Source: an optimization exercise on an open RTL-to-GDS flow (aim: small area, a short achievable clock period and few clock cycles per item). Production flows keep margins and buffers that such runs may drop.
Function was checked by simulation only, so behaviour that the tests miss may differ from the original.
Power and IR drop assume default switching activity.

<file path="flow/design.v">
package prt_pkg;
   localparam int TABLE_DEPTH_DEF = 16;
   localparam logic [1:0] CMD_ADD    = 2'd0;
   localparam logic [1:0] CMD_DELETE = 2'd1;
   localparam logic [1:0] CMD_COLL   = 2'd2;
   localparam logic [1:0] CMD_EXISTS = 2'd3;
   localparam logic [2:0] ST_OK       = 3'd0;
   localparam logic [2:0] ST_INVALID  = 3'd1;
   localparam logic [2:0] ST_COLLIDE  = 3'd2;
   localparam logic [2:0] ST_FULL     = 3'd3;
   localparam logic [2:0] ST_NOTFOUND = 3'd4;
   typedef struct packed {
      logic        proto;
      logic [15:0] start;
      logic [15:0] stop;
   } entry_type;
   typedef struct packed {
      logic overlap;
      logic exact;
   } match_type;
endpackage
module prt_cmp (
   input  prt_pkg::entry_type key,
   input  prt_pkg::entry_type entry,
   output prt_pkg::match_type match
);
   function automatic logic lt16(input logic [15:0] a, input logic [15:0] b);
      logic [15:0] lt, eq;
      lt = ~a & b;
      eq = ~(a ^ b);
      for (int w = 1; w < 16; w = w * 2) begin
         for (int i = 0; i < 16; i = i + 2 * w) begin
            lt[i] = lt[i + w] | (eq[i + w] & lt[i]);
            eq[i] = eq[i + w] & eq[i];
         end
      end
      lt16 = lt[0];
   endfunction
   logic same_proto;
   assign same_proto    = (entry.proto == key.proto);
   assign match.overlap = same_proto && lt16(entry.start, key.stop) && lt16(key.start, entry.stop);
   assign match.exact   = same_proto && (entry.start == key.start) && (entry.stop == key.stop);
endmodule
module prt_cmp_inv (
   input  prt_pkg::entry_type key,
   input  prt_pkg::entry_type entry,    
   output prt_pkg::match_type match
);
   prt_pkg::entry_type ent;
   assign ent = {entry.proto, ~entry.start, entry.stop};
   prt_cmp u_cmp (
      .key   (key),
      .entry (ent),
      .match (match)
   );
endmodule
module prt_table #(
   parameter int DEPTH = prt_pkg::TABLE_DEPTH_DEF
) (
   input  logic                 clock,
   input  logic                 reset,
   input  prt_pkg::entry_type   key1,        
   input  prt_pkg::entry_type   key2,        
   input  logic [DEPTH-1:0]     del_vec,     
   input  logic                 add_en,      
   input  logic                 del_en,      
   input  logic                 one_free,    
   output logic [DEPTH-1:0]     overlap,     
   output logic [DEPTH-1:0]     exact,       
   output logic [DEPTH-1:0]     first_free,
   output logic [DEPTH-1:0]     valid,
   output logic                 full
);
   logic [32:0]        mem [DEPTH];    
   prt_pkg::entry_type key2_st;
   assign key2_st = {key2.proto, ~key2.start, key2.stop};
   logic [DEPTH-1:0]   valid_ff, valid_in;
   logic               full_ff;
   for (genvar i = 0; i < DEPTH; i++) begin : g_ent
      prt_pkg::match_type m;
      prt_pkg::entry_type ent;
      assign ent = mem[i];
      prt_cmp_inv u_cmp (
         .key   (key1),
         .entry (ent),
         .match (m)
      );
      assign overlap[i] = m.overlap && valid_ff[i];
      assign exact[i]   = m.exact && valid_ff[i];
      always_ff @(posedge clock) begin
         if (!valid_ff[i]) begin
            mem[i] <= key2_st;
         end
      end
   end
   always_comb begin
      logic seen;
      seen = 1'b0;
      for (int i = 0; i < DEPTH; i++) begin
         first_free[i] = !valid_ff[i] && !seen;
         seen          = seen || !valid_ff[i];
      end
   end
   assign full  = full_ff;
   assign valid = valid_ff;
   always_comb begin
      valid_in = valid_ff & ~del_vec;
      if (add_en) valid_in = valid_in | first_free;
   end
   always_ff @(posedge clock) begin
      if (reset) begin
         valid_ff <= '0;
         full_ff  <= 1'b0;
      end else begin
         valid_ff <= valid_in;
         full_ff  <= (full_ff && !del_en) || (add_en && one_free);
      end
   end
endmodule
module port_range_table_core #(
   parameter int DEPTH = prt_pkg::TABLE_DEPTH_DEF
) (
   input  logic        clock,
   input  logic        reset,
   input  logic        req_valid,
   output logic        req_ready,
   input  logic [1:0]  req_command,
   input  logic [15:0] req_first_port,
   input  logic [15:0] req_range_size,
   input  logic        req_protocol,
   output logic        rsp_valid,
   input  logic        rsp_ready,
   output logic [2:0]  rsp_status,
   output logic        rsp_hit,
   output logic [4:0]  rsp_entries_used
);
   localparam int CNT_W = $clog2(DEPTH + 1);
   localparam int QD    = 4;
   logic [16:0]        port_sum;
   logic               accept, pop;
   logic               v1_ff;
   logic [1:0]         cmd1_ff;
   logic               bad1_ff;
   prt_pkg::entry_type key1_ff;
   logic [DEPTH-1:0]   ov1;
   prt_pkg::match_type byp1;
   logic               bad2_ff;
   logic [1:0]         cmd2_ff;
   logic               is_add2_ff, is_del2_ff, is_rsp2_ff;
   prt_pkg::entry_type key2_ff;
   logic [DEPTH-1:0]   ov2_ff;
   logic               byp_ov2_ff, byp_ex2_ff;
   logic [DEPTH-1:0]   prev_add_ff;    
   logic [DEPTH-1:0]   valid, ov2, del_vec, first_free;
   logic               added_ff, ov_byp, ex_byp;
   logic [DEPTH-1:0]   ex1, ex2_ff, ex2;
   logic               any_ov, any_ex, full;
   logic               add_ok, del_ok;
   logic [2:0]         status_in;
   logic               hit_in;
   logic [CNT_W-1:0]   used_ff, used_in, used_up, used_dn;
   logic [8:0]         q_mem [QD];
   logic [8:0]         q_in;
   logic [2:0]         q_cnt_ff;       
   logic               q_nonempty_ff;
   logic [2:0]         inflight_ff;    
   logic               ready_ff;
   assign accept    = req_valid && req_ready;
   assign pop       = rsp_valid && rsp_ready;
   assign port_sum  = {1'b0, req_first_port} + {1'b0, req_range_size};
   always_ff @(posedge clock) begin
      if (reset) begin
         v1_ff       <= 1'b0;
         is_rsp2_ff  <= 1'b0;
         is_add2_ff  <= 1'b0;
         is_del2_ff  <= 1'b0;
         prev_add_ff <= '0;
         added_ff    <= 1'b0;
      end else begin
         v1_ff       <= accept;
         is_rsp2_ff  <= v1_ff;
         is_add2_ff  <= v1_ff && !bad1_ff && (cmd1_ff == prt_pkg::CMD_ADD);
         is_del2_ff  <= v1_ff && !bad1_ff && (cmd1_ff == prt_pkg::CMD_DELETE);
         prev_add_ff <= first_free & {DEPTH{add_ok}};
         added_ff    <= add_ok;
      end
   end
   always_ff @(posedge clock) begin
      cmd1_ff       <= req_command;
      bad1_ff       <= (req_range_size == 16'd0) || port_sum[16];
      key1_ff.proto <= req_protocol;
      key1_ff.start <= req_first_port;
      key1_ff.stop  <= port_sum[15:0];
   end
   prt_table #(
      .DEPTH(DEPTH)
   ) u_table (
      .clock      (clock),
      .reset      (reset),
      .key1       (key1_ff),
      .key2       (key2_ff),
      .del_vec    (del_vec),
      .add_en     (add_ok),
      .del_en     (del_ok),
      .one_free   (used_ff == CNT_W'(DEPTH - 1)),
      .overlap    (ov1),
      .exact      (ex1),
      .first_free (first_free),
      .valid      (valid),
      .full       (full)
   );
   prt_cmp u_byp (
      .key   (key1_ff),
      .entry (key2_ff),
      .match (byp1)
   );
   always_ff @(posedge clock) begin
      bad2_ff    <= bad1_ff;
      cmd2_ff    <= cmd1_ff;
      key2_ff    <= key1_ff;
      ov2_ff     <= ov1;
      ex2_ff     <= ex1;
      byp_ov2_ff <= byp1.overlap;
      byp_ex2_ff <= byp1.exact;
   end
   assign ov2     = ov2_ff & valid;
   assign ex2     = ex2_ff & valid;
   assign ov_byp  = byp_ov2_ff && added_ff;
   assign ex_byp  = byp_ex2_ff && added_ff;
   assign any_ov  = (|ov2) || ov_byp;
   assign any_ex  = (|ex2) || ex_byp;
   assign add_ok  = is_add2_ff && !any_ov && !full;
   assign del_ok  = is_del2_ff && any_ex;
   assign del_vec = (ex2 | (prev_add_ff & {DEPTH{byp_ex2_ff}})) & {DEPTH{is_del2_ff}};
   always_comb begin
      status_in = prt_pkg::ST_OK;
      hit_in    = 1'b0;
      if (bad2_ff) begin
         status_in = prt_pkg::ST_INVALID;
      end else begin
         case (cmd2_ff)
            prt_pkg::CMD_ADD: begin
               if (any_ov)     status_in = prt_pkg::ST_COLLIDE;
               else if (full)  status_in = prt_pkg::ST_FULL;
            end
            prt_pkg::CMD_DELETE: begin
               if (!any_ex)    status_in = prt_pkg::ST_NOTFOUND;
            end
            prt_pkg::CMD_COLL: hit_in = any_ov;
            default:           hit_in = any_ex;
         endcase
      end
   end
   assign used_up = used_ff + CNT_W'(1);
   assign used_dn = used_ff - CNT_W'(1);
   always_comb begin
      used_in = used_ff;
      if (add_ok) begin
         used_in = used_up;
      end else if (del_ok) begin
         used_in = used_dn;
      end
   end
   always_ff @(posedge clock) begin
      if (reset) begin
         used_ff <= '0;
      end else begin
         used_ff <= used_in;
      end
   end
   assign q_in = {status_in, hit_in, 5'(used_in)};
   always_ff @(posedge clock) begin
      for (int i = 0; i < QD; i++) begin
         if (pop) begin
            if (32'(i + 1) < 32'(q_cnt_ff)) begin
               q_mem[i] <= q_mem[i + 1 < QD ? i + 1 : i];
            end else if (32'(i + 1) == 32'(q_cnt_ff)) begin
               q_mem[i] <= q_in;
            end
         end else if (32'(i) >= 32'(q_cnt_ff)) begin
            q_mem[i] <= q_in;
         end
      end
   end
   always_ff @(posedge clock) begin
      if (reset) begin
         q_cnt_ff      <= '0;
         q_nonempty_ff <= 1'b0;
         inflight_ff   <= '0;
         ready_ff      <= 1'b0;
      end else begin
         q_cnt_ff      <= q_cnt_ff + 3'(is_rsp2_ff) - 3'(pop);
         q_nonempty_ff <= (q_cnt_ff + 3'(is_rsp2_ff) - 3'(pop)) != 3'd0;
         inflight_ff   <= inflight_ff + 3'(accept) - 3'(pop);
         ready_ff      <= (inflight_ff + 3'(accept) - 3'(pop)) < 3'(QD);
      end
   end
   assign req_ready = ready_ff;
   assign rsp_valid = q_nonempty_ff;
   assign {rsp_status, rsp_hit, rsp_entries_used} = q_mem[0];
endmodule
</file>
<file path="flow/run.sh">
#!/bin/bash
# synth_recipe.tcl (not shown) runs the flow's synth.tcl, then flattens the netlist and writes it again
# the make line also repeats each setting of config.mk as NAME=value (left out here)
make -C /OpenROAD-flow-scripts/flow DESIGN_CONFIG=/design/flow/config.mk WORK_HOME=/design/flow/orfs CLKGATE_MAP_FILE= SYNTH_SCRIPT=/design/flow/synth_recipe.tcl finish
</file>
<file path="flow/config.mk">
export PLATFORM = sky130hd
export DESIGN_NAME = port_range_table_core
export DESIGN_NICKNAME = port_range_table_core
export VERILOG_FILES = /design/flow/design.v
export SDC_FILE = /design/flow/constraint.sdc
export NUM_CORES = 4
export LEC_CHECK = 0
export CAP_MARGIN = 20
export CORE_MARGIN = 2
export CORE_UTILIZATION = 70
export CTS_BUF_LIST = sky130_fd_sc_hd__clkbuf_8 sky130_fd_sc_hd__clkbuf_16
export CTS_CLUSTER_DIAMETER = 60
export CTS_CLUSTER_SIZE = 20
export SETUP_SLACK_MARGIN = 2.8
export SLEW_MARGIN = 20
</file>
<file path="flow/constraint.sdc">
create_clock -name core_clock -period 5.0 [get_ports {clock}]
set_input_delay 1.0000 -clock core_clock [delete_from_list [all_inputs] [get_ports {clock}]]
set_output_delay 1.0000 -clock core_clock [all_outputs]
set_load 0.01 [all_outputs]
</file>
==> flow_summary.json, run 1 <==
{
  "cts_buffer_depth": 3,
  "reg2reg_from": "key1_ff[11]",
  "reg2reg_depth": 8,
  "slew_headroom_pct": 33.3,
  "status": "finished clean",
  "syn_to_final_growth_pct": 17.4,
  "seq_area_frac_synth_pct": 50.0,
  "fin_crit_sh_pct": 50.4,
  "muxShareOfSynthArea_pct": 0.0498,
  "grt_max_degree": 38,
  "max_cap_viol_count": 0,
  "synthFlopType": "edfxtp_1",
  "tns_ns": 0,
  "fin_util_pct": 83.3,
  "cts_hold_buf": 0,
  "synth_edf_count": 564,
  "fill_cells": 2929,
  "postPlaceCellArea_um2": 42500,
  "hold_viol_final": 0,
  "drc": 0,
  "final_common_cell": "edfxtp_1",
  "cts.reportedPaths.clkPinSlew_ns": 0.10,
  "drt-pass1-iter-count": 8,
  "ys_ff_latch": 721,
  "fmax_mhz": 397,
  "synthesis.nets": 3823,
  "clock_latency_ns": 0.67,
  "place_congestion": 1.02,
  "num_vias": 33700,
  "critPathArrivalTime_ns": 3.07,
  "synth_warnings": 5,
  "dpl.hpwl_um": 91500,
  "ant_nets": 0,
  "finalMaxSlewViolations": 0,
  "die_w_um": 244,
  "cp-endpoint": "ex2_ff[15]",
  "rsz0062_at_grt": "true",
  "cp-start-kind": "register",
  "critPathRequiredTime_ns": 5.55,
  "antenna_found_initial": 18,
  "fin_crit_ns": 2.52,
  "syn_area_per_cell_um2": 12.4,
  "instances_no_fill": 4350,
  "setup_viol": 0,
  "synthAdderAreaFrac_pct": 16.9,
  "finClkSkew_ns": 0.0492,
  "hold_path_class": "reg2reg",
  "final_area_um2": 47200,
  "final_layout_size_suffix_gt1_share_pct": 18.9,
  "r2r_setup_slack_ns": 2.48,
  "first_global_vias": 32000,
  "powerDensity_nw_per_um2": 403,
  "grt_remaining_overflow": 0,
  "dpl.cell_count": 4076,
  "postRouteWirelength_um": 166000,
  "clock-sinks": 721,
  "ir_drop_v": 0.000426,
  "dieArea_um2": 59300,
  "clockRootBuffer": "clkbuf_16",
  "num_rows": 87,
  "via_per_inst": 7.76,
  "cts_tree": "yes",
  "core-area_um2": 56600,
  "ys_async_sr_fraction_pct": 0,
  "cts.htree.levels": 2,
  "multi_input_area_um2": 20800,
  "worstSetupPathType": "reg2reg",
  "pin_count": 50,
  "synthCells": 3244,
  "synth-compound-area-share_pct": 10.5,
  "crit_path_end_kind": "register",
  "worst_pin_slew_ns": 1.00,
  "worst_slack_ns": 2.48,
  "critPathMaxFanout": 5,
  "routedWlPerCell_um": 38.2,
  "mostFrequentLayoutCells": "edfxtp_1, ha_1, xnor2_1, xor2_1, buf_4",
  "critPathLaunch": "key1_ff[11]",
  "pre_cts_slack_ns": 1.53,
  "synth_top_family_by_area": "adder cells",
  "r2r-end": "ex2_ff[15]",
  "grt_usage_pct": 52.2,
  "layout.nets": 4106,
  "synthSimpleGateAreaFrac_pct": 8.05,
  "synth.distinct_cells": 74,
  "synth_xor_area_share_pct": 12.6,
  "cts_buffers": 49,
  "syn_area_um2": 40200,
  "start_util_pct": 71.0,
  "io_buffers": 49,
  "dieHeight_um": 244,
  "leakage_nw": 18.9,
  "grt_first_pass_wirelength_um": 219000,
  "seqCellArea_um2": 20200,
  "first_iter_violations": 5498
}
==> synthesized netlist by cell type, types with 12 or more instances <==
cell type | count | share of area [%]
nor4_1 | 128 | 2.0
a211oi_1 | 29 | 0.54
o21ai_0 | 110 | 1.4
a31o_2 | 14 | 0.31
nand2_1 | 92 | 0.86
edfxtp_1 | 564 | 42
o21a_1 | 28 | 0.52
a31oi_1 | 16 | 0.25
nor3_1 | 20 | 0.25
nand3_1 | 40 | 0.50
a2111oi_0 | 23 | 0.50
nor2_1 | 77 | 0.72
o211ai_1 | 21 | 0.39
xnor2_1 | 301 | 6.6
a21o_1 | 122 | 2.3
a22oi_1 | 16 | 0.30
and3b_1 | 12 | 0.26
buf_2 | 49 | 0.61
dfxtp_1 | 157 | 7.8
nand4_1 | 125 | 1.9
ha_1 | 537 | 17
a21oi_1 | 177 | 2.2
inv_1 | 89 | 0.83
clkbuf_1 | 42 | 0.39
o31ai_1 | 12 | 0.22
xor2_1 | 277 | 6.0
nor2b_1 | 20 | 0.31
==> per-layer routing <==
layer | vias up | wire [um] | GRT usage, %
li1 | 12900 | - | -
met1 | 15800 | 51300 | 63.9
met2 | 3708 | 65500 | 72.7
met3 | 1330 | 29800 | 20.8
met4 | 12 | 19000 | 43.0
met5 | - | 368 | 0
==> state kept, by name, indices dropped and copies added, names as in the netlist, 2 cells and up <==
name / count
u_table.mem: 528
q_mem: 36
key1_ff: 33
key2_ff: 33
ex2_ff: 16
ov2_ff: 16
prev_add_ff: 16
u_table.valid_ff: 16
used_ff: 5
inflight_ff: 3
q_cnt_ff: 3
cmd1_ff: 2
cmd2_ff: 2
==> final cells by class <==
cell class / instances / share of cell area (%)
Multi-Input combinational cell: 2335 / 44.1
Clock inverter: 35 / 0.496
Sequential cell: 721 / 42.8
Timing Repair Buffer: 329 / 6.62
Antenna cell: 26 / 0.138
Inverter: 91 / 0.888
Tap cell: 756 / 2.00
Clock buffer: 57 / 2.93
==> how the worst min path moves through the flow <==
stage,to,from,cells past startpoint,slack (ns)
2_1_floorplan,key2_ff[18],key1_ff[18],0,0.33
3_3_place_gp,cmd2_ff[0],cmd1_ff[0],0,0.36
3_5_place_dp,cmd2_ff[0],cmd1_ff[0],0,0.36
4_1_cts,cmd2_ff[0],cmd1_ff[0],0,0.36
5_1_grt,cmd2_ff[0],cmd1_ff[0],0,0.37
6_report,cmd2_ff[0],cmd1_ff[0],0,0.36
==> what timing repair did <==
action                                  in CTS  in global routing
pin swaps                                   76                107
buffers inserted                           105                 49
endpoints found under the setup margin     165                100
cloned                                       1                  1
resized for setup                          284                188
==> critical path, stage by stage, from the launching register on <==
cell and delay [ns]:
dfxtp_4 0.45, buf_6 0.20, buf_4 0.27, buf_4 0.23
xnor2_1 0.15, nand4_1 0.15, nor4_1 0.41, nand4_1 0.27
nor4_4 0.28
==> power breakdown <==
part           leakage, nW  switching, mW  internal, mW
Clock                0.849           2.29          2.03
Sequential            7.28          0.933          7.45
Combinational         10.8           3.81          2.49
==> logic make-up (layout without fill, tap and decap cells) <==
| group | Yosys count | after routing |
|---|---|---|
| AO/OA/AOI/OAI | 638 | 638 |
| flip-flops | 721 | 721 |
| adder cells (fa/ha/maj) | 540 | 540 |
| multiplexers | 2 | 2 |
| AND/OR/NAND/NOR | 576 | 577 |
| buffers and inverters | 189 | 512 |
| other | 0 | 26 |
| XOR/XNOR | 578 | 578 |
==> stage by stage <==
| step | total power, mW | hold slack, ns |
|---|---|---|
| 6_report | 19.0 | 0.363 |
| 5_1_grt | 19.3 | 0.365 |
| 4_1_cts | 17.9 | 0.362 |
| 3_5_place_dp | 13.4 | 0.357 |
| 3_3_place_gp | 13.1 | 0.359 |
| 2_1_floorplan | 11.2 | 0.326 |
Testbench counts, summed over its fixed seeds: cycles 12,024, items 12,000.
==> run 2, diff against run 1 <==
--- a/flow/config.mk
+++ b/flow/config.mk
@@ -7,7 +7,7 @@
 export LEC_CHECK = 0
 export CAP_MARGIN = 20
 export CORE_MARGIN = 2
-export CORE_UTILIZATION = 70
+export CORE_UTILIZATION = 55
 export CTS_BUF_LIST = sky130_fd_sc_hd__clkbuf_8 sky130_fd_sc_hd__clkbuf_16
 export CTS_CLUSTER_DIAMETER = 60
 export CTS_CLUSTER_SIZE = 20
==> run 2 against run 1 <==
Critical path type unchanged; cell area is 0.37% higher; flip-flop and latch count did not move; synthesized cell count is the same; clock skew decreased by 0.012 ns; setup slack improved by 0.20 ns; critical path depth decreased by 1; register-to-register slack better by 0.20 ns; hold slack improved by 0.019 ns; via count shrank 9.3%; area after synthesis is the same.
==> flow_summary.json, run 2 <==
{
  "postRouteWirelength_um": 159000,
  "pre_cts_slack_ns": 1.42,
  "final_layout_size_suffix_gt1_share_pct": 17.8,
  "clock_latency_ns": 0.67,
  "fin_util_pct": 65.2,
  "ir_drop_v": 0.000344,
  "layout.nets": 4082,
  "grt_remaining_overflow": 0,
  "worst_pin_slew_ns": 1.01,
  "drc": 0,
  "synthFlopType": "edfxtp_1",
  "critPathRequiredTime_ns": 5.53,
  "critPathMaxFanout": 26,
  "synth_warnings": 5,
  "leakage_nw": 18.9,
  "yosysTopAreaCell": "edfxtp_1",
  "cts_buffers": 60,
  "io_buffers": 49,
  "num_vias": 30600,
  "synth_edf_count": 564,
  "largest_reg_flops": 528,
  "fmax_mhz": 432,
  "cts_tree": "yes",
  "drt-pass1-iter-count": 5,
  "hold_path_class": "reg2reg",
  "pin_count": 50,
  "worst_slack_ns": 2.68,
  "dpl.cell_count": 4255,
  "cts_buffer_depth": 3,
  "fin_crit_sh_pct": 46.3,
  "cp-start-kind": "register",
  "p_total_mw": 19.2,
  "routedWlPerCell_um": 35.1,
  "critPathArrivalTime_ns": 2.85,
  "dieHeight_um": 274,
  "syn_area_per_cell_um2": 12.4,
  "mostFrequentLayoutCells": "edfxtp_1, ha_1, xnor2_1, xor2_1, buf_4",
  "powerDensity_nw_per_um2": 405,
  "first_iter_violations": 4080,
  "largest_register": "u_table.mem",
  "synthTopCellsByCount": "edfxtp_1, ha_1, xnor2_1, xor2_1, a21oi_1",
  "die_w_um": 274,
  "ant_nets": 0,
  "antenna_found_initial": 7,
  "dpl.hpwl_um": 94300,
  "instances_no_fill": 4517,
  "worstSetupPathType": "reg2reg",
  "ys_async_sr_fraction_pct": 0,
  "reg_top3": "u_table.mem x528, q_mem x36",
  "synthCells": 3244,
  "via_per_inst": 6.78,
  "clockRootBuffer": "clkbuf_16",
  "synthTopCellsByArea": "edfxtp_1, ha_1, dfxtp_1, xnor2_1, xor2_1",
  "yosysTopAreaCellShare_pct": 42.1,
  "ys_ff_latch": 721,
  "syn_to_final_growth_pct": 17.8,
  "syn_area_um2": 40200,
  "seq_area_frac_synth_pct": 50.0,
  "post-synth-top-count-cell": "edfxtp_1",
  "cts.htree.levels": 2,
  "setup_viol": 0,
  "cts.reportedPaths.clkPinSlew_ns": 0.08,
  "num_rows": 99,
  "finalMaxSlewViolations": 0,
  "start_util_pct": 55.4,
  "fin_crit_ns": 2.32,
  "finClkSkew_ns": 0.0376,
  "tns_ns": 0,
  "max_cap_viol_count": 0,
  "hold_viol_final": 0,
  "r2r_setup_slack_ns": 2.68,
  "status": "finished clean",
  "dieArea_um2": 75200,
  "core-area_um2": 72600,
  "rsz0062_at_grt": "true",
  "synth.distinct_cells": 74,
  "clock-sinks": 721,
  "slew_headroom_pct": 32.4,
  "grt_max_degree": 36,
  "grt_usage_pct": 41.7,
  "synthesis.nets": 3823,
  "first_global_vias": 29700,
  "place_congestion": 0.975,
  "final_common_cell": "edfxtp_1",
  "grt_first_pass_wirelength_um": 218000,
  "crit_path_end_kind": "register"
}
-- run 2: report_power, final --
group | switching [mW] | internal [mW] | total, mW
clock | 2.62 | 2.52 | 5.13
sequential | 0.782 | 7.44 | 8.22
combinational | 3.49 | 2.33 | 5.82
-- run 2: cell type report --
cell class / count / area (um2)
fill: 5455 / 25200
multi-input combinational: 2335 / 20400
sequential: 721 / 20200
timing repair buffer: 294 / 2950
clock buffer: 61 / 1530
tap: 959 / 1200
clock inverter: 51 / 573
inverter: 91 / 433
antenna: 5 / 12.5
-- run 2: repair_timing --
action / 4_1_cts / 5_1_grt
setup buffers: 108 / 33
endpoints found under the setup margin: 166 / 99
hold buffers: 0 / 0
resized for setup: 282 / 111
cloned: 2 / 2
pin swaps: 61 / 73
-- run 2: final timing paths --
kind / from / to / cells past startpoint
worst max-delay path: key1_ff[14] / byp_ov2_ff / 7
worst min-delay path: cmd1_ff[0] / cmd2_ff[0] / 0
worst max register to register: key1_ff[14] / byp_ov2_ff / 7
worst min register to register: cmd1_ff[0] / cmd2_ff[0] / 0
-- run 2: cells by family (layout without fill, tap and decap cells) --
kind of cell	after synthesis	after routing	synth area share, %
DFF	721	721	50.0
AOI/OAI and AO/OA	638	638	10.5
xor gates and xnor gates	578	578	12.6
and+or+nand+nor	576	577	8.05
adders and majority gates	540	540	16.9
buffers and inverters	189	497	1.99
muxes	2	2	0.0498
other	0	5	0
-- run 2: critical path, stage by stage (launching register included) --
cell	delay (ns)
dfxtp_4	0.53
buf_12	0.35
ha_1	0.31
a21o_1	0.16
a21oi_1	0.24
o211ai_1	0.13
a211oi_1	0.31
a2111oi_0	0.14
-- run 2: through the flow --
step / area (um2) / hold WS, ns
2_1_floorplan: 40600 / 0.326
3_3_place_gp: 42600 / 0.355
3_5_place_dp: 42600 / 0.361
4_1_cts: 46600 / 0.398
5_1_grt: 47300 / 0.387
6_report: 47400 / 0.382
-- run 2: routing by layer --
layer	vias up	part of all wire, %	GRT usage [%]
li1	12900	-	-
met1	15100	37	53.4
met2	2058	44	63.4
met3	584	11	8.77
met4	0	8.2	28.6
met5	-	0	0
==> run 3, diff against run 2 <==
--- a/flow/config.mk
+++ b/flow/config.mk
@@ -7,7 +7,7 @@
 export LEC_CHECK = 0
 export CAP_MARGIN = 20
 export CORE_MARGIN = 2
-export CORE_UTILIZATION = 55
+export CORE_UTILIZATION = 60
 export CTS_BUF_LIST = sky130_fd_sc_hd__clkbuf_8 sky130_fd_sc_hd__clkbuf_16
 export CTS_CLUSTER_DIAMETER = 60
 export CTS_CLUSTER_SIZE = 20
==> run 3 against run 2 <==
Highest routed layer is now met5; hold slack worse by 0.0051 ns; routed wire length down 0.66%; clock power down 5.1%; area after synthesis unchanged; still clean.
==> flow_summary.json, run 3 <==
{
  "clock_latency_ns": 0.67,
  "r2r-end": "ov2_ff[1]",
  "dpl.hpwl_um": 93700,
  "cp-start-kind": "register",
  "final_common_cell": "edfxtp_1",
  "start_util_pct": 60.9,
  "yosysTopAreaCellShare_pct": 42.1,
  "final_area_um2": 47300,
  "layout.nets": 4076,
  "clock-sinks": 721,
  "slew_headroom_pct": 36.6,
  "num_rows": 94,
  "status": "finished clean",
  "hold_start": "cmd1_ff[0]",
  "antenna_found_initial": 16,
  "ys_ff_latch": 721,
  "post-synth-top-count-cell": "edfxtp_1",
  "hold_viol_final": 0,
  "postRouteWirelength_um": 157000,
  "yosysTopAreaCell": "edfxtp_1",
  "routedWlPerCell_um": 35.6,
  "grt_usage_pct": 44.6,
  "fin_util_pct": 71.7,
  "worst_slack_ns": 2.65,
  "via_per_inst": 7.11,
  "worst_pin_slew_ns": 0.950,
  "max_cap_viol_count": 0,
  "ys_async_sr_fraction_pct": 0,
  "grt_first_pass_wirelength_um": 218000,
  "grt_max_degree": 37,
  "cts.reportedPaths.clkPinSlew_ns": 0.08,
  "synthCells": 3244,
  "crit_path_end_kind": "register",
  "syn_area_um2": 40200,
  "instances_no_fill": 4422,
  "finalMaxSlewViolations": 0,
  "critPathArrivalTime_ns": 2.89,
  "synth_edf_count": 564,
  "setup_viol": 0,
  "r2r_setup_slack_ns": 2.65,
  "synthFlopType": "edfxtp_1",
  "cts_buffer_depth": 3,
  "postPlaceCellArea_um2": 42600,
  "reg2reg_depth": 10,
  "largest_reg_flops": 528,
  "dieHeight_um": 263,
  "io_buffers": 49,
  "mostFrequentLayoutCells": "edfxtp_1, ha_1, xnor2_1, xor2_1, buf_4",
  "critPathLaunch": "key1_ff[1]",
  "ir_drop_v": 0.000372,
  "dieArea_um2": 69100,
  "tns_ns": 0,
  "core-area_um2": 66000,
  "final_layout_size_suffix_gt1_share_pct": 18.1,
  "drt-pass1-iter-count": 7,
  "synth.distinct_cells": 74,
  "cts_hold_buf": 0,
  "synthTopCellsByCount": "edfxtp_1, ha_1, xnor2_1, xor2_1, a21oi_1",
  "hold_path_class": "reg2reg",
  "pre_cts_slack_ns": 1.52,
  "synthTopCellsByArea": "edfxtp_1, ha_1, dfxtp_1, xnor2_1, xor2_1",
  "clockRootBuffer": "clkbuf_16",
  "reg2reg_from": "key1_ff[1]",
  "fin_crit_ns": 2.35,
  "first_global_vias": 30400,
  "leakage_nw": 18.8,
  "powerDensity_nw_per_um2": 402,
  "syn_area_per_cell_um2": 12.4,
  "die_w_um": 263,
  "drc": 0,
  "synthesis.nets": 3823,
  "cts.htree.levels": 2,
  "dpl.cell_count": 4172,
  "min_to": "cmd2_ff[0]",
  "synth_warnings": 5,
  "finClkSkew_ns": 0.0270,
  "hold_slack_ns": 0.377,
  "fmax_mhz": 426,
  "largest_register": "u_table.mem",
  "fin_crit_sh_pct": 47.0,
  "whs_path_depth": 0,
  "cts_buffers": 58,
  "syn_to_final_growth_pct": 17.7,
  "cts_tree": "yes",
  "p_total_mw": 19.0,
  "critPathMaxFanout": 5,
  "fill_cells": 4536,
  "rsz0062_at_grt": "true",
  "pin_count": 50,
  "seq_area_frac_synth_pct": 50.0,
  "reg_top3": "u_table.mem x528, q_mem x36",
  "grt_remaining_overflow": 0,
  "critPathRequiredTime_ns": 5.55,
  "ant_nets": 0,
  "first_iter_violations": 4850,
  "place_congestion": 0.974,
  "worstSetupPathType": "reg2reg",
  "num_vias": 31500
}
==> run 3: cell counts after synthesis <==
No cell type changed its count.
==> run 3: worst max-delay path by stage <==
| stage | end | slack [ns] | cells past startpoint |
|---|---|---|---|
| 2_1_floorplan | bad1_ff | 2.37 | 9 |
| 3_3_place_gp | q_mem[1][1] | 1.60 | 6 |
| 3_5_place_dp | q_mem[1][2] | 1.52 | 6 |
| 4_1_cts | ov2_ff[3] | 2.67 | 10 |
| 5_1_grt | ov2_ff[1] | 2.60 | 10 |
| 6_report | ov2_ff[1] | 2.65 | 10 |
==> run 3: routing by layer <==
layer,wire length (um),track usage (%),up-vias
met4,13100,30.1,8
met3,22500,13.5,714
met1,56500,57.7,15400
met5,52,0,-
li1,-,-,12900
met2,65400,64.6,2499
==> run 3: logic make-up after synthesis <==
logic type,Yosys count,synth area share [%]
DFF,721,50.0
AOI/OAI and AO/OA,638,10.5
xor gates and xnor gates,578,12.6
and+or+nand+nor,576,8.05
adders and majority gates,540,16.9
buffers and inverters,189,1.99
muxes,2,0.0498
==> run 3: what timing repair did <==
action                     in CTS  in global routing
pin swaps                      51                 92
resized for setup             261                180
buffers inserted               96                 29
setup endpoints to repair     162                 93
cloned                          3                  1
==> run 3: cell type report <==
class	count	area, um2	share of cell area, %
Timing Repair Buffer	290	2960	6.26
Sequential cell	721	20200	42.8
Inverter	91	415	0.878
Multi-Input combinational cell	2335	20600	43.6
Clock buffer	59	1480	3.12
Clock inverter	50	474	1.00
Tap cell	864	1080	2.29
Antenna cell	12	30.0	0.0635
==> run 3: power breakdown <==
| group | internal (mW) | switching (mW) |
|---|---|---|
| clock | 2.33 | 2.55 |
| combinational | 2.36 | 3.52 |
| sequential | 7.44 | 0.828 |
| total | 12.1 | 6.89 |
==> run 3: worst max-delay path, cell delays in order (launching register included) <==
cell and delay [ns]:
dfxtp_4 0.38, buf_4 0.15, buf_12 0.15, buf_4 0.15
ha_4 0.25, a31oi_1 0.09, nor2b_1 0.17, o21ai_2 0.10
a2111oi_4 0.36, nor3_2 0.12, a2111oi_2 0.31
==> run 4, diff against run 3 <==
==> flow/config.mk (replaced) <==
export PLATFORM = sky130hd
export DESIGN_NAME = port_range_table_core
export DESIGN_NICKNAME = port_range_table_core
export VERILOG_FILES = /design/flow/design.v
export SDC_FILE = /design/flow/constraint.sdc
export NUM_CORES = 4
export LEC_CHECK = 0
export CAP_MARGIN = 20
export CORE_MARGIN = 2
export CORE_UTILIZATION = 55
export CTS_BUF_LIST = sky130_fd_sc_hd__clkbuf_16
export CTS_CLUSTER_DIAMETER = 70
export CTS_CLUSTER_SIZE = 25
export SETUP_SLACK_MARGIN = 2.8
export SLEW_MARGIN = 20
==> run 4 against run 3 <==
Flip-flop and latch count stayed put; die area rose by 8.9%; clock-buffer cell count is 12 lower; clock power down about 10%; critical path depth decreased by 4; combinational power increased by 1%; non-clock buffer count rose by 17; setup slack got worse by 0.11 ns; utilization is 6.4 points lower; global-route usage fell by 2.7 points; critical endpoint is now byp_ov2_ff; largest cell class unchanged.
==> flow_summary.json, run 4 <==
{
  "setup_viol": 0,
  "min_to": "cmd2_ff[0]",
  "pre_cts_slack_ns": 1.42,
  "largest_register": "u_table.mem",
  "via_per_inst": 6.79,
  "ys_ff_latch": 721,
  "dieArea_um2": 75200,
  "first_global_vias": 29700,
  "postRouteWirelength_um": 160000,
  "io_buffers": 49,
  "hold_path_class": "reg2reg",
  "critPathMaxFanout": 17,
  "synthTopCellsByArea": "edfxtp_1, ha_1, dfxtp_1, xnor2_1, xor2_1",
  "critPathTopFamily": "compound AO/OA/AOI/OAI gates",
  "grt_max_degree": 36,
  "status": "finished clean",
  "rsz0062_at_grt": "true",
  "dieHeight_um": 274,
  "cts_hold_buf": 0,
  "r2r_setup_slack_ns": 2.54,
  "final_layout_size_suffix_gt1_share_pct": 18.7,
  "synth_edf_count": 564,
  "pin_count": 50,
  "slew_headroom_pct": 28.2,
  "grt_remaining_overflow": 0,
  "clkPwrFrac_pct": 23.6,
  "clockRootBuffer": "clkbuf_16",
  "antenna_found_initial": 11,
  "r2r-end": "byp_ov2_ff",
  "final_common_cell": "edfxtp_1",
  "num_rows": 99,
  "largest_reg_flops": 528,
  "num_vias": 30600,
  "max_stage_delay_ns": 0.77,
  "fin_crit_sh_pct": 49.2,
  "ir_drop_v": 0.000413,
  "ys_async_sr_fraction_pct": 0,
  "synth.distinct_cells": 74,
  "cts_buffers": 47,
  "yosysTopAreaCellShare_pct": 42.1,
  "routedWlPerCell_um": 35.5,
  "core-area_um2": 72600,
  "hold_start": "cmd1_ff[0]",
  "crit_path_end_kind": "register",
  "cp_slowest_cell": "inv_2",
  "hold_viol_final": 0,
  "post-synth-top-count-cell": "edfxtp_1",
  "worstSetupPathType": "reg2reg",
  "finClkSkew_ns": 0.0292,
  "synth_warnings": 5,
  "fmax_mhz": 407,
  "drc": 0,
  "dr_wl_met3_um": 17500,
  "hold_slack_ns": 0.372,
  "cp-start-kind": "register",
  "start_util_pct": 55.4,
  "whs_path_depth": 0,
  "cts_buffer_depth": 3,
  "layout.nets": 4083,
  "reg_top3": "u_table.mem x528, q_mem x36",
  "grt_first_pass_wirelength_um": 219000,
  "fin_crit_ns": 2.46,
  "drt-met1-wl_um": 59400,
  "reg2reg_from": "key2_ff[31]",
  "mostFrequentLayoutCells": "edfxtp_1, ha_1, xnor2_1, xor2_1, buf_4",
  "p_total_mw": 18.5,
  "first_iter_violations": 3972,
  "powerDensity_nw_per_um2": 392,
  "tns_ns": 0,
  "drt-pass1-iter-count": 5,
  "reg2reg_depth": 6,
  "dpl.hpwl_um": 94300,
  "place_congestion": 0.975,
  "seq_area_frac_synth_pct": 50.0,
  "worst_pin_slew_ns": 1.08,
  "intPower_mw": 11.8,
  "top_layer": "met5",
  "cts.reportedPaths.clkPinSlew_ns": 0.10,
  "instances_no_fill": 4511,
  "syn_area_um2": 40200,
  "worst_slack_ns": 2.54,
  "critPathArrivalTime_ns": 2.98,
  "clock_latency_ns": 0.65,
  "yosysTopAreaCell": "edfxtp_1",
  "syn_to_final_growth_pct": 17.8,
  "leakage_nw": 18.8,
  "synthCells": 3244,
  "critPathRequiredTime_ns": 5.53,
  "ant_nets": 0,
  "max_cap_viol_count": 0,
  "die_w_um": 274,
  "synthTopCellsByCount": "edfxtp_1, ha_1, xnor2_1, xor2_1, a21oi_1",
  "swShare_pct": 36.5,
  "cts_tree": "yes",
  "seqPwrFrac_pct": 44.3,
  "synthFlopType": "edfxtp_1",
  "crit_buf_inv": 1,
  "syn_area_per_cell_um2": 12.4,
  "comb_power_share_pct": 32.0,
  "worstPathCellList": "inv_2 -> ha_1 -> a21oi_1 -> o211ai_1 -> a211oi_1 -> a2111oi_0",
  "grt_usage_pct": 41.9,
  "p_sw_mw": 6.76,
  "cts.htree.levels": 2,
  "clock-sinks": 721,
  "dpl.cell_count": 4255,
  "finalMaxSlewViolations": 0,
  "dr_wl_met2_um": 69500,
  "synthesis.nets": 3823
}
## run 4: layout make-up
class / instances / area [um2]
multi-input combinational: 2336 / 20800
fill: 5476 / 25200
clock buffer: 47 / 1180
antenna: 9 / 22.5
clock inverter: 41 / 440
sequential: 721 / 20200
timing repair buffer: 307 / 3110
inverter: 91 / 423
tap: 959 / 1200
## run 4: timing repair
action,in CTS,in global routing
endpoints found under the setup margin,164,103
pin swaps,68,93
buffers inserted,122,33
gates resized for setup,301,169
cloned,2,2
## run 4: power groups by stage
stage          Clock, mW  Sequential [mW]  Combinational [mW]
2_1_floorplan          0             8.14                3.04
3_3_place_gp           0             8.52                4.70
3_5_place_dp           0             8.53                4.84
4_1_cts             4.41             8.19                5.51
5_1_grt             4.61             8.27                6.29
6_report            4.38             8.22                5.94
## run 4: kinds of logic after synthesis
group           Yosys count  share of synthesized area, %
compound gates          638                          10.5
xor+xnor                578                          12.6
fa+ha+maj               540                          16.9
buf+inv                 189                          1.99
flops                   721                          50.0
mux                       2                        0.0498
simple gates            576                          8.05
## run 4: how the worst max path moves through the flow
stage / startpoint / to / slack, ns / depth (start not counted)
floorplan: req_first_port[0] / bad1_ff / 2.37 / 9
global placement: rsp_ready / q_mem[1][5] / 1.55 / 6
detailed placement: rsp_ready / q_mem[1][0] / 1.42 / 6
CTS: key1_ff[14] / byp_ov2_ff / 2.58 / 7
global route: key2_ff[27] / byp_ov2_ff / 2.61 / 6
finish: key2_ff[31] / byp_ov2_ff / 2.54 / 6
## run 4: per-stage QoR
stage	util, %	instance area [um2]
after detailed placement	58.7	42600
after global placement	58.7	42600
after floorplan	-	40600
after global routing	65.2	47300
after CTS	63.7	46300
final	65.2	47400
## run 4: metal layers
layer	track usage (%)	vias up
met1	53.8	15100
met5	0	-
met2	63.6	2043
met4	29.0	2
met3	8.54	610
li1	-	12900
## run 4: worst register-to-register path, cell delays in order, from the launching register on
cell and delay, ns:
dfxtp_1 0.34, inv_2 0.77, ha_1 0.42, a21oi_1 0.25, o211ai_1 0.13, a211oi_1 0.29, a2111oi_0 0.14
==> run 5, diff against run 4 <==
--- a/flow/design.v
+++ b/flow/design.v
@@ -74,7 +74,7 @@
    logic [32:0]        mem [DEPTH];    
    prt_pkg::entry_type key2_st;
    assign key2_st = {key2.proto, ~key2.start, key2.stop};
-   logic [DEPTH-1:0]   valid_ff, valid_in;
+   logic [DEPTH-1:0]   valid_ff, valid_in, keep;
    logic               full_ff;
    for (genvar i = 0; i < DEPTH; i++) begin : g_ent
       prt_pkg::match_type m;
@@ -85,8 +85,8 @@
          .entry (ent),
          .match (m)
       );
-      assign overlap[i] = m.overlap && valid_ff[i];
-      assign exact[i]   = m.exact && valid_ff[i];
+      assign overlap[i] = m.overlap && keep[i];
+      assign exact[i]   = m.exact && keep[i];
       always_ff @(posedge clock) begin
          if (!valid_ff[i]) begin
             mem[i] <= key2_st;
@@ -103,8 +103,9 @@
    end
    assign full  = full_ff;
    assign valid = valid_ff;
+   assign keep = valid_ff & ~del_vec;
    always_comb begin
-      valid_in = valid_ff & ~del_vec;
+      valid_in = keep;
       if (add_en) valid_in = valid_in | first_free;
    end
    always_ff @(posedge clock) begin
@@ -223,8 +224,8 @@
       byp_ov2_ff <= byp1.overlap;
       byp_ex2_ff <= byp1.exact;
    end
-   assign ov2     = ov2_ff & valid;
-   assign ex2     = ex2_ff & valid;
+   assign ov2     = ov2_ff;
+   assign ex2     = ex2_ff;
    assign ov_byp  = byp_ov2_ff && added_ff;
    assign ex_byp  = byp_ex2_ff && added_ff;
    assign any_ov  = (|ov2) || ov_byp;
--- a/flow/config.mk
+++ b/flow/config.mk
@@ -7,9 +7,9 @@
 export LEC_CHECK = 0
 export CAP_MARGIN = 20
 export CORE_MARGIN = 2
-export CORE_UTILIZATION = 55
-export CTS_BUF_LIST = sky130_fd_sc_hd__clkbuf_16
-export CTS_CLUSTER_DIAMETER = 70
-export CTS_CLUSTER_SIZE = 25
+export CORE_UTILIZATION = 60
+export CTS_BUF_LIST = sky130_fd_sc_hd__clkbuf_8 sky130_fd_sc_hd__clkbuf_16
+export CTS_CLUSTER_DIAMETER = 60
+export CTS_CLUSTER_SIZE = 20
 export SETUP_SLACK_MARGIN = 2.8
 export SLEW_MARGIN = 20
==> run 5 against run 4 <==
Register-to-register slack worse by 0.07 ns; combinational power is 9.8% lower; clock-buffer cell count is 14 higher; clock skew is 0.0034 ns higher; die area is 9.8% lower; flip-flop and latch count stayed put; utilization is 5.9 points higher; cell area is 1.7% lower; first-iteration DRC count is 6.2% lower; fmax is 2.8% lower; largest cell class is now sequential cells; largest power group unchanged.
==> flow_summary.json, run 5 <==
{
  "io_buffers": 49,
  "max_stage_delay_ns": 0.59,
  "antenna_found_initial": 15,
  "grt_remaining_overflow": 0,
  "intPower_mw": 12.0,
  "clock_latency_ns": 0.65,
  "place_congestion": 0.992,
  "mostFrequentLayoutCells": "edfxtp_1, ha_1, xnor2_1, xor2_1, buf_4",
  "cts_buffers": 55,
  "cts.reportedPaths.clkPinSlew_ns": 0.09,
  "core-area_um2": 65400,
  "ir_drop_v": 0.000334,
  "ys_ff_latch": 721,
  "fin_util_pct": 71.2,
  "post-synth-top-count-cell": "edfxtp_1",
  "cp-start-kind": "register",
  "largest_reg_flops": 528,
  "slew_headroom_pct": 35.5,
  "synthFlopType": "edfxtp_1",
  "syn_to_final_growth_pct": 17.9,
  "synth.distinct_cells": 64,
  "fin_crit_ns": 2.53,
  "setup_viol": 0,
  "worstPathCellList": "or4_4 -> nor2_4 -> and3_4 -> buf_6 -> nor3b_2 -> a21oi_2 -> xnor2_2 -> mux2_4",
  "ant_nets": 0,
  "via_per_inst": 6.79,
  "layout.nets": 3980,
  "routedWlPerCell_um": 34.3,
  "dieArea_um2": 67800,
  "hold_path_class": "reg2reg",
  "pin_count": 50,
  "seq_area_frac_synth_pct": 50.9,
  "rsz0062_at_grt": "true",
  "critPathArrivalTime_ns": 2.93,
  "ys_async_sr_fraction_pct": 0,
  "num_rows": 94,
  "drc": 0,
  "worst_pin_slew_ns": 0.963,
  "worstSetupPathType": "reg2reg",
  "die_w_um": 260,
  "cp_slowest_cell": "or4_4",
  "cts_hold_buf": 0,
  "syn_area_um2": 39500,
  "p_sw_mw": 6.40,
  "fill_cells": 4493,
  "synthTopCellsByArea": "edfxtp_1, ha_1, dfxtp_1, xnor2_1, xor2_1",
  "cts.htree.levels": 2,
  "fmax_mhz": 395,
  "final_area_um2": 46500,
  "start_util_pct": 60.4,
  "cts_buffer_depth": 3,
  "finalMaxSlewViolations": 0,
  "critPathTopFamily": "simple AND/OR/NAND/NOR gates",
  "synthTopCellsByCount": "edfxtp_1, ha_1, xnor2_1, xor2_1, dfxtp_1",
  "postPlaceCellArea_um2": 42100,
  "grt_max_degree": 36,
  "clock-sinks": 721,
  "yosysTopAreaCellShare_pct": 42.9,
  "r2r_setup_slack_ns": 2.47,
  "synth_edf_count": 564,
  "dpl.cell_count": 4064,
  "tns_ns": 0,
  "postRouteWirelength_um": 148000,
  "clockRootBuffer": "clkbuf_16",
  "instances_no_fill": 4318,
  "cts_tree": "yes",
  "critPathMaxFanout": 6,
  "dpl.hpwl_um": 88500,
  "reg_top3": "u_table.mem x528, q_mem x36",
  "fin_crit_sh_pct": 50.6,
  "grt_usage_pct": 42.9,
  "num_vias": 29300,
  "final_layout_size_suffix_gt1_share_pct": 18.9,
  "yosysTopAreaCell": "edfxtp_1",
  "status": "finished clean",
  "drt-pass1-iter-count": 6,
  "dieHeight_um": 260,
  "leakage_nw": 18.8,
  "seqPwrFrac_pct": 45.2,
  "critPathRequiredTime_ns": 5.40,
  "max_cap_viol_count": 0,
  "grt_first_pass_wirelength_um": 203000,
  "first_global_vias": 28500,
  "synthCells": 3126,
  "finClkSkew_ns": 0.0326,
  "clkPwrFrac_pct": 25.6,
  "swShare_pct": 34.9,
  "comb_power_share_pct": 29.2,
  "final_common_cell": "edfxtp_1",
  "powerDensity_nw_per_um2": 395,
  "synthesis.nets": 3705,
  "first_iter_violations": 3725,
  "crit_buf_inv": 1,
  "synth_warnings": 5,
  "hold_viol_final": 0,
  "syn_area_per_cell_um2": 12.6,
  "crit_path_end_kind": "register",
  "largest_register": "u_table.mem"
}
run 5: cell type report:
| class | count | area (um2) | share of cell area [%] |
|---|---|---|---|
| Inverter | 74 | 355 | 0.764 |
| Timing Repair Buffer | 297 | 2920 | 6.27 |
| Tap cell | 864 | 1080 | 2.32 |
| Clock buffer | 61 | 1490 | 3.21 |
| Multi-Input combinational cell | 2252 | 20100 | 43.2 |
| Clock inverter | 42 | 367 | 0.788 |
| Antenna cell | 7 | 17.5 | 0.0376 |
| Sequential cell | 721 | 20200 | 43.4 |
run 5: worst reg2reg max path, delay by kind of cell, from the launching register on:
kind                   cells  cell delay [ns]
AND/OR/NAND/NOR            4             1.14
flip-flops                 1             0.34
multiplexers               1             0.30
AO/OA/AOI/OAI              1             0.20
XOR/XNOR                   1             0.16
buffers and inverters      1             0.13
run 5: timing repair:
| item | CTS | global route |
|---|---|---|
| gates resized for setup | 242 | 159 |
| gates cloned | 0 | 1 |
| setup endpoints to repair | 119 | 101 |
| buffers inserted | 112 | 31 |
| pin swaps | 41 | 73 |
run 5: per-stage QoR:
stage	setup WS [ns]	total power [mW]	hold slack (ns)
2_1_floorplan	2.37	11.1	0.326
3_3_place_gp	1.65	12.9	0.364
3_5_place_dp	1.56	13.0	0.368
4_1_cts	2.56	18.0	0.377
5_1_grt	2.47	19.0	0.386
6_report	2.47	18.4	0.373
run 5: kinds of logic after synthesis:
group           count (synthesis)  synth area share, %
flops                         721                 50.9
xor+xnor                      579                 12.8
simple gates                  564                 7.96
compound gates                544                 8.88
fa+ha+maj                     540                 17.2
buf+inv                       153                 1.54
mux                            25                0.710
run 5: final timing paths:
path	start	cells past startpoint	to
setup / recovery	ov2_ff[5]	8	q_mem[1][2]
hold reg to reg	cmd1_ff[0]	0	cmd2_ff[0]
hold / removal	cmd1_ff[0]	0	cmd2_ff[0]
setup reg to reg	ov2_ff[5]	8	q_mem[1][2]
run 5: routing by layer:
| layer | wire length [um] | vias up | GRT usage [%] |
|---|---|---|---|
| met1 | 52400 | 14300 | 52.5 |
| met2 | 66100 | 1978 | 67.1 |
| met3 | 16700 | 613 | 10.5 |
| met5 | 31 | - | 0 |
| met4 | 12800 | 4 | 30.2 |
| li1 | - | 12400 | - |
run 5: power by group through the flow:
stage          logic, mW  registers (mW)  clock network [mW]
2_1_floorplan       2.99            8.09                   0
3_3_place_gp        4.34            8.55                   0
3_5_place_dp        4.46            8.58                   0
4_1_cts             4.96            8.30                4.70
5_1_grt             5.75            8.34                4.93
6_report            5.36            8.31                4.70
Testbench counts of run 5, summed over its fixed seeds: cycles 12,024, items 12,000.
==> run 6, diff against run 5 <==
--- a/flow/config.mk
+++ b/flow/config.mk
@@ -7,7 +7,7 @@
 export LEC_CHECK = 0
 export CAP_MARGIN = 20
 export CORE_MARGIN = 2
-export CORE_UTILIZATION = 60
+export CORE_UTILIZATION = 55
 export CTS_BUF_LIST = sky130_fd_sc_hd__clkbuf_8 sky130_fd_sc_hd__clkbuf_16
 export CTS_CLUSTER_DIAMETER = 60
 export CTS_CLUSTER_SIZE = 20
==> run 6 against run 5 <==
Still clean; clock skew shrank 0.015 ns; setup slack better by 0.054 ns; hold slack improved by 0.015 ns; via count is 0.81% higher.
==> flow_summary.json, run 6 <==
{
  "comb_power_share_pct": 29.8,
  "num_vias": 29500,
  "final_common_cell": "edfxtp_1",
  "yosysTopAreaCell": "edfxtp_1",
  "min_to": "cmd2_ff[1]",
  "dieArea_um2": 73900,
  "fmax_mhz": 404,
  "p_sw_mw": 6.60,
  "powerDensity_nw_per_um2": 402,
  "ant_nets": 0,
  "synthCells": 3126,
  "cp-start-kind": "register",
  "postRouteWirelength_um": 153000,
  "clockRootBuffer": "clkbuf_16",
  "die_w_um": 272,
  "synthTopCellsByCount": "edfxtp_1, ha_1, xnor2_1, xor2_1, dfxtp_1",
  "drt-pass1-iter-count": 5,
  "worst_pin_slew_ns": 1.02,
  "status": "finished clean",
  "largest_reg_flops": 528,
  "cts_tree": "yes",
  "critPathMaxFanout": 5,
  "intPower_mw": 12.3,
  "grt_usage_pct": 40.6,
  "first_iter_violations": 4200,
  "reg_top3": "u_table.mem x528, q_mem x36",
  "finalMaxSlewViolations": 0,
  "start_util_pct": 55.4,
  "clock_latency_ns": 0.66,
  "critPathArrivalTime_ns": 2.89,
  "ys_ff_latch": 721,
  "dieHeight_um": 272,
  "seqPwrFrac_pct": 43.6,
  "hold_viol_final": 0,
  "grt_remaining_overflow": 0,
  "synthFlopType": "edfxtp_1",
  "cts_buffer_depth": 3,
  "dpl.cell_count": 4147,
  "hold_start": "cmd1_ff[1]",
  "clkPwrFrac_pct": 26.6,
  "r2r_setup_slack_ns": 2.52,
  "antenna_found_initial": 13,
  "max_stage_delay_ns": 0.49,
  "grt_first_pass_wirelength_um": 210000,
  "via_per_inst": 6.71,
  "post-synth-top-count-cell": "edfxtp_1",
  "synth_edf_count": 564,
  "syn_area_um2": 39500,
  "fin_crit_ns": 2.48,
  "fin_crit_sh_pct": 49.6,
  "fill_cells": 5411,
  "synthTopCellsByArea": "edfxtp_1, ha_1, dfxtp_1, xnor2_1, xor2_1",
  "syn_to_final_growth_pct": 19.0,
  "critPathTopFamily": "simple AND/OR/NAND/NOR gates",
  "first_global_vias": 28600,
  "drc": 0,
  "routedWlPerCell_um": 34.8,
  "io_buffers": 49,
  "seq_area_frac_synth_pct": 50.9,
  "ir_drop_v": 0.000336,
  "clock-sinks": 721,
  "crit_path_end_kind": "register",
  "dpl.hpwl_um": 89800,
  "reg2reg_from": "ov2_ff[4]",
  "synth.distinct_cells": 64,
  "leakage_nw": 18.9,
  "final_layout_size_suffix_gt1_share_pct": 19.6,
  "slew_headroom_pct": 32.3,
  "num_rows": 98,
  "pin_count": 50,
  "place_congestion": 0.926,
  "max_cap_viol_count": 0,
  "cts.htree.levels": 2,
  "finClkSkew_ns": 0.0177,
  "reg2reg_depth": 9,
  "synth_warnings": 5,
  "synthesis.nets": 3705,
  "tns_ns": 0,
  "ys_async_sr_fraction_pct": 0,
  "crit_buf_inv": 2,
  "hold_path_class": "reg2reg",
  "critical_path_depth": 9,
  "setup_viol": 0,
  "instances_no_fill": 4405,
  "syn_area_per_cell_um2": 12.6,
  "critPathLaunch": "ov2_ff[4]",
  "r2r-end": "q_mem[0][3]",
  "grt_max_degree": 36,
  "worstSetupPathType": "reg2reg",
  "mostFrequentLayoutCells": "edfxtp_1, ha_1, xnor2_1, xor2_1, buf_4",
  "core-area_um2": 71200,
  "whs_path_depth": 0,
  "yosysTopAreaCellShare_pct": 42.9,
  "layout.nets": 3977,
  "rsz0062_at_grt": "true",
  "swShare_pct": 35.0,
  "worstPathCellList": "nor4_2 -> and3_2 -> and3_4 -> buf_6 -> or3_4 -> o31ai_2 -> xor2_1 -> buf_4 -> mux2_4",
  "cts.reportedPaths.clkPinSlew_ns": 0.08,
  "largest_register": "u_table.mem",
  "cts_buffers": 59,
  "critPathRequiredTime_ns": 5.41,
  "cp_slowest_cell": "dfxtp_1"
}
-- run 6: worst reg2reg max path, cell delays in order, from the launching register on --
cell and delay, ns:
dfxtp_1 0.49, nor4_2 0.11, and3_2 0.27, and3_4 0.20, buf_6 0.13, or3_4 0.33, o31ai_2 0.21, xor2_1 0.10
buf_4 0.16, mux2_4 0.26
-- run 6: cell type report --
type	count	area [um2]	share of cell area (%)
antenna	7	17.5	0.0373
clock buffer	64	1590	3.39
clock inverter	47	463	0.986
inverter	74	367	0.781
multi-input combinational	2253	20200	43.1
sequential	721	20200	43.0
tap	950	1190	2.53
timing repair buffer	289	2920	6.21
-- run 6: timing repair --
item,4_1_cts,5_1_grt
resized for setup,254,185
hold buffers,0,0
gates cloned,2,2
pin swaps,58,103
endpoints found under the setup margin,121,73
buffers inserted,98,38
-- run 6: cell families after synthesis --
group	after synthesis	synth area share (%)
XOR/XNOR	579	12.8
multiplexers	25	0.710
AO/OA/AOI/OAI	544	8.88
adder cells (fa/ha/maj)	540	17.2
flip-flops	721	50.9
buffers and inverters	153	1.54
AND/OR/NAND/NOR	564	7.96
-- run 6: power by group through the flow --
| stage | clock network (mW) | registers (mW) | logic (mW) |
|---|---|---|---|
| after floorplan | 0 | 8.09 | 2.99 |
| after global placement | 0 | 8.43 | 4.57 |
| after detailed placement | 0 | 8.45 | 4.69 |
| after CTS | 5.05 | 8.20 | 5.20 |
| after global routing | 5.25 | 8.28 | 5.99 |
| final | 5.02 | 8.23 | 5.61 |
-- run 6: worst max-delay path by stage --
stage | end | slack (ns)
global placement | key1_ff[14] | 1.59
global route | q_mem[1][3] | 2.52
floorplan | key1_ff[14] | 2.37
CTS | q_mem[0][3] | 2.52
finish | q_mem[0][3] | 2.52
detailed placement | q_mem[1][3] | 1.56
-- run 6: per-layer routing --
layer  global-route usage (%)  share of wire, %  up-vias
li1                         -                 -    12400
met1                     53.6                38    14700
met2                     61.9                43     1909
met3                     7.46                11      541
met4                     26.1               7.9        2
met5                        0             0.012        -
-- run 6: metrics by stage --
stage	setup slack (ns)	utilization (%)	hold slack (ns)	cell area [um2]	power [mW]
6_report	2.52	65.9	0.389	47000	18.9
5_1_grt	2.52	65.9	0.391	46900	19.5
4_1_cts	2.52	64.4	0.390	45900	18.4
3_5_place_dp	1.56	59.2	0.379	42200	13.1
3_3_place_gp	1.59	59.2	0.369	42200	13.0
2_1_floorplan	2.37	-	0.326	40100	11.1
==> run 7, diff against run 6 <==
--- a/flow/design.v
+++ b/flow/design.v
@@ -159,7 +159,7 @@
    logic               add_ok, del_ok;
    logic [2:0]         status_in;
    logic               hit_in;
-   logic [CNT_W-1:0]   used_ff, used_in, used_up, used_dn;
+   logic [CNT_W-1:0]   used_ff, used_in, used_up_ff, used_dn_ff, used_p2, used_m2;
    logic [8:0]         q_mem [QD];
    logic [8:0]         q_in;
    logic [2:0]         q_cnt_ff;       
@@ -252,21 +252,29 @@
          endcase
       end
    end
-   assign used_up = used_ff + CNT_W'(1);
-   assign used_dn = used_ff - CNT_W'(1);
+   assign used_p2 = used_ff + CNT_W'(2);
+   assign used_m2 = used_ff - CNT_W'(2);
    always_comb begin
       used_in = used_ff;
       if (add_ok) begin
-         used_in = used_up;
+         used_in = used_up_ff;
       end else if (del_ok) begin
-         used_in = used_dn;
+         used_in = used_dn_ff;
       end
    end
    always_ff @(posedge clock) begin
       if (reset) begin
-         used_ff <= '0;
-      end else begin
-         used_ff <= used_in;
+         used_ff    <= '0;
+         used_up_ff <= CNT_W'(1);
+         used_dn_ff <= '1;
+      end else if (add_ok) begin
+         used_ff    <= used_up_ff;
+         used_up_ff <= used_p2;
+         used_dn_ff <= used_ff;
+      end else if (del_ok) begin
+         used_ff    <= used_dn_ff;
+         used_up_ff <= used_ff;
+         used_dn_ff <= used_m2;
       end
    end
    assign q_in = {status_in, hit_in, 5'(used_in)};
--- a/flow/config.mk
+++ b/flow/config.mk
@@ -7,7 +7,7 @@
 export LEC_CHECK = 0
 export CAP_MARGIN = 20
 export CORE_MARGIN = 2
-export CORE_UTILIZATION = 55
+export CORE_UTILIZATION = 60
 export CTS_BUF_LIST = sky130_fd_sc_hd__clkbuf_8 sky130_fd_sc_hd__clkbuf_16
 export CTS_CLUSTER_DIAMETER = 60
 export CTS_CLUSTER_SIZE = 20
==> run 7 against run 6 <==
First-iteration DRC count up 1.0%; routed wire length down 3.0%; largest cell class is now sequential cells; total power down 0.41%; still clean.
==> flow_summary.json, run 7 <==
{
  "status": "finished clean",
  "fin_crit_sh_pct": 47.6,
  "antenna_found_initial": 12,
  "dr_wl_met2_um": 62100,
  "clkPwrFrac_pct": 26.7,
  "swShare_pct": 35.1,
  "hold_start": "cmd1_ff[0]",
  "critPathMaxFanout": 7,
  "post-synth-top-count-cell": "edfxtp_1",
  "synthesis.nets": 3783,
  "fill_cells": 4560,
  "via_per_inst": 6.87,
  "crit_path_end_kind": "register",
  "die_w_um": 262,
  "grt_max_degree": 36,
  "setup_viol": 0,
  "layout.nets": 4070,
  "powerDensity_nw_per_um2": 400,
  "hold_viol_final": 0,
  "ant_nets": 0,
  "cts.htree.levels": 2,
  "mostFrequentLayoutCells": "edfxtp_1, ha_1, xnor2_1, xor2_1, buf_4",
  "synthCells": 3206,
  "postPlaceCellArea_um2": 42300,
  "dieArea_um2": 68400,
  "seqPwrFrac_pct": 44.3,
  "critPathArrivalTime_ns": 2.89,
  "final_layout_size_suffix_gt1_share_pct": 18.2,
  "max_stage_delay_ns": 0.49,
  "dpl.cell_count": 4136,
  "clock_latency_ns": 0.66,
  "dieHeight_um": 262,
  "finalMaxSlewViolations": 0,
  "r2r-end": "ov2_ff[1]",
  "worstSetupPathType": "reg2reg",
  "num_vias": 30300,
  "final_area_um2": 46900,
  "worstPathCellList": "ha_1 -> a31o_2 -> a21oi_2 -> o21ai_2 -> a2111oi_2 -> nor2_1 -> o311ai_2 -> a211oi_2",
  "fmax_mhz": 421,
  "critPathTopFamily": "compound AO/OA/AOI/OAI gates",
  "instances_no_fill": 4412,
  "cp-start-kind": "register",
  "syn_area_um2": 39800,
  "drt-pass1-iter-count": 5,
  "drt-met1-wl_um": 55200,
  "intPower_mw": 12.2,
  "min_to": "cmd2_ff[0]",
  "cts_buffer_depth": 3,
  "cts.reportedPaths.clkPinSlew_ns": 0.08,
  "postRouteWirelength_um": 149000,
  "synthTopCellsByArea": "edfxtp_1, ha_1, dfxtp_1, xnor2_1, xor2_1",
  "top_layer": "met5",
  "syn_area_per_cell_um2": 12.4,
  "crit_buf_inv": 0,
  "whs_path_depth": 0,
  "tns_ns": 0,
  "first_iter_violations": 4244,
  "r2r_setup_slack_ns": 2.62,
  "clock-sinks": 730,
  "core-area_um2": 65700,
  "cts_tree": "yes",
  "rsz0062_at_grt": "true",
  "p_sw_mw": 6.59,
  "ys_async_sr_fraction_pct": 0,
  "syn_to_final_growth_pct": 18.0,
  "slew_headroom_pct": 30.9,
  "ir_drop_v": 0.000336,
  "fin_util_pct": 71.4,
  "largest_reg_flops": 528,
  "synth_warnings": 5,
  "critPathRequiredTime_ns": 5.51,
  "start_util_pct": 60.5,
  "place_congestion": 0.936,
  "synthTopCellsByCount": "edfxtp_1, ha_1, xnor2_1, xor2_1, dfxtp_1",
  "hold_slack_ns": 0.409,
  "yosysTopAreaCellShare_pct": 42.6,
  "drc": 0,
  "leakage_nw": 19.0,
  "final_common_cell": "edfxtp_1",
  "seq_area_frac_synth_pct": 50.9,
  "critPathLaunch": "key1_ff[1]",
  "routedWlPerCell_um": 33.7,
  "clockRootBuffer": "clkbuf_16",
  "num_rows": 94,
  "fin_crit_ns": 2.38,
  "finClkSkew_ns": 0.0241,
  "synth.distinct_cells": 63,
  "dr_wl_met3_um": 20000,
  "worst_pin_slew_ns": 1.04,
  "largest_register": "u_table.mem",
  "hold_path_class": "reg2reg",
  "comb_power_share_pct": 29.0,
  "synthFlopType": "edfxtp_1",
  "max_cap_viol_count": 0,
  "pin_count": 50,
  "reg2reg_from": "key1_ff[1]",
  "grt_first_pass_wirelength_um": 205000,
  "first_global_vias": 29200,
  "grt_remaining_overflow": 0,
  "reg_top3": "u_table.mem x528, q_mem x36",
  "reg2reg_depth": 8,
  "cp_slowest_cell": "dfxtp_4",
  "dpl.hpwl_um": 88900,
  "io_buffers": 49,
  "ys_ff_latch": 730,
  "yosysTopAreaCell": "edfxtp_1",
  "cts_buffers": 58,
  "synth_edf_count": 564,
  "grt_usage_pct": 42.7
}
run 7: through the flow:
| stage | setup slack, ns | power, mW |
|---|---|---|
| after CTS | 2.62 | 18.3 |
| final | 2.62 | 18.8 |
| after global placement | 1.60 | 12.9 |
| after floorplan | 2.38 | 11.1 |
| after global routing | 2.57 | 19.4 |
| after detailed placement | 1.58 | 13.1 |
run 7: area by class of cell:
cell class	count	area, um2	area share (%)
clock buffer	64	1590	3.39
tap	864	1080	2.30
clock inverter	46	448	0.954
inverter	84	400	0.853
multi-input combinational	2307	20100	42.9
antenna	5	12.5	0.0267
timing repair buffer	312	2890	6.16
sequential	730	20400	43.4
run 7: kinds of logic (layout without fill, tap and decap cells):
kind of cell    Yosys count  after routing  share of synthesized area, %
flops                   730            730                          50.9
compound gates          570            570                          9.30
other cells               0              5                             0
mux                       7              7                         0.192
fa+ha+maj               538            538                          17.0
buf+inv                 169            506                          1.66
xor+xnor                576            576                          12.7
simple gates            616            616                          8.27
run 7: routing by layer:
layer,global-route usage [%],vias up
li1,-,12700
met1,57.5,14900
met2,63.1,2176
met3,10.0,524
met4,25.6,6
met5,0,-
run 7: timing repair:
item | CTS | global route
cloned | 1 | 2
setup endpoints to repair | 129 | 87
resized for setup | 243 | 159
endpoints found under the hold margin | 0 | 0
hold buffers | 0 | 0
setup buffers | 103 | 55
pin swaps | 48 | 91
run 7: how the worst max path moves through the flow:
| stage | endpoint | slack, ns | cells past startpoint |
|---|---|---|---|
| after CTS | u_table.valid_ff[13] | 2.62 | 10 |
| after detailed placement | bad1_ff | 1.58 | 11 |
| after floorplan | key1_ff[14] | 2.38 | 10 |
| after global routing | ov2_ff[1] | 2.57 | 8 |
| final | ov2_ff[1] | 2.62 | 8 |
| after global placement | key1_ff[14] | 1.60 | 11 |
run 7: worst register-to-register path: stages (launching register included):
cell	delay, ns
dfxtp_4	0.49
ha_1	0.28
a31o_2	0.25
a21oi_2	0.13
o21ai_2	0.08
a2111oi_2	0.35
nor2_1	0.10
o311ai_2	0.40
a211oi_2	0.16
run 7: power groups by stage:
stage | Sequential, mW | Clock [mW] | Combinational, mW
after CTS | 8.28 | 5.01 | 5.05
after floorplan | 8.17 | 0 | 2.96
after global routing | 8.36 | 5.22 | 5.82
final | 8.32 | 5.01 | 5.45
after detailed placement | 8.56 | 0 | 4.58
after global placement | 8.54 | 0 | 4.41
Testbench counts of run 7, summed over its fixed seeds: cycles 12,024, items 12,000.

==> afterwards: timing with drivers on the ports <==
Ports are ideal in the flow. The routed layouts listed here were re-timed in OpenROAD.
Step 1 (the two cells are an assumption about what drives the block):
set clk [get_ports {clock}]
set_driving_cell -lib_cell sky130_fd_sc_hd__clkbuf_16 $clk
set_driving_cell -lib_cell sky130_fd_sc_hd__buf_2 [delete_from_list [all_inputs] $clk]
Step 2 also shifts input and output timing later by t, the mid clock arrival at the registers, as if the neighbouring blocks saw the same clock.
Slacks: ideal / step 1 / step 2; pairs: ideal / step 1.
run	t (ns)	setup slack, ns	worst register clock-pin slew, ns
run 1	0.710	2.479 / 2.479 / 1.969	0.10 / 0.10
run 2	0.722	2.683 / 2.683 / 2.137	0.09 / 0.09
run 3	0.726	2.652 / 2.652 / 2.058	0.09 / 0.09
run 4	0.708	2.540 / 2.540 / 2.113	0.10 / 0.10
run 5	0.709	2.468 / 2.468 / 1.900	0.09 / 0.09
run 6	0.718	2.522 / 2.522 / 2.036	0.09 / 0.09
run 7	0.720	2.622 / 2.622 / 2.045	0.09 / 0.09
After both steps every run listed still meets setup and hold. For run 3, which loses most, drivers alone change the setup slack by 0.000 ns; drivers and shift together by -0.594 ns.
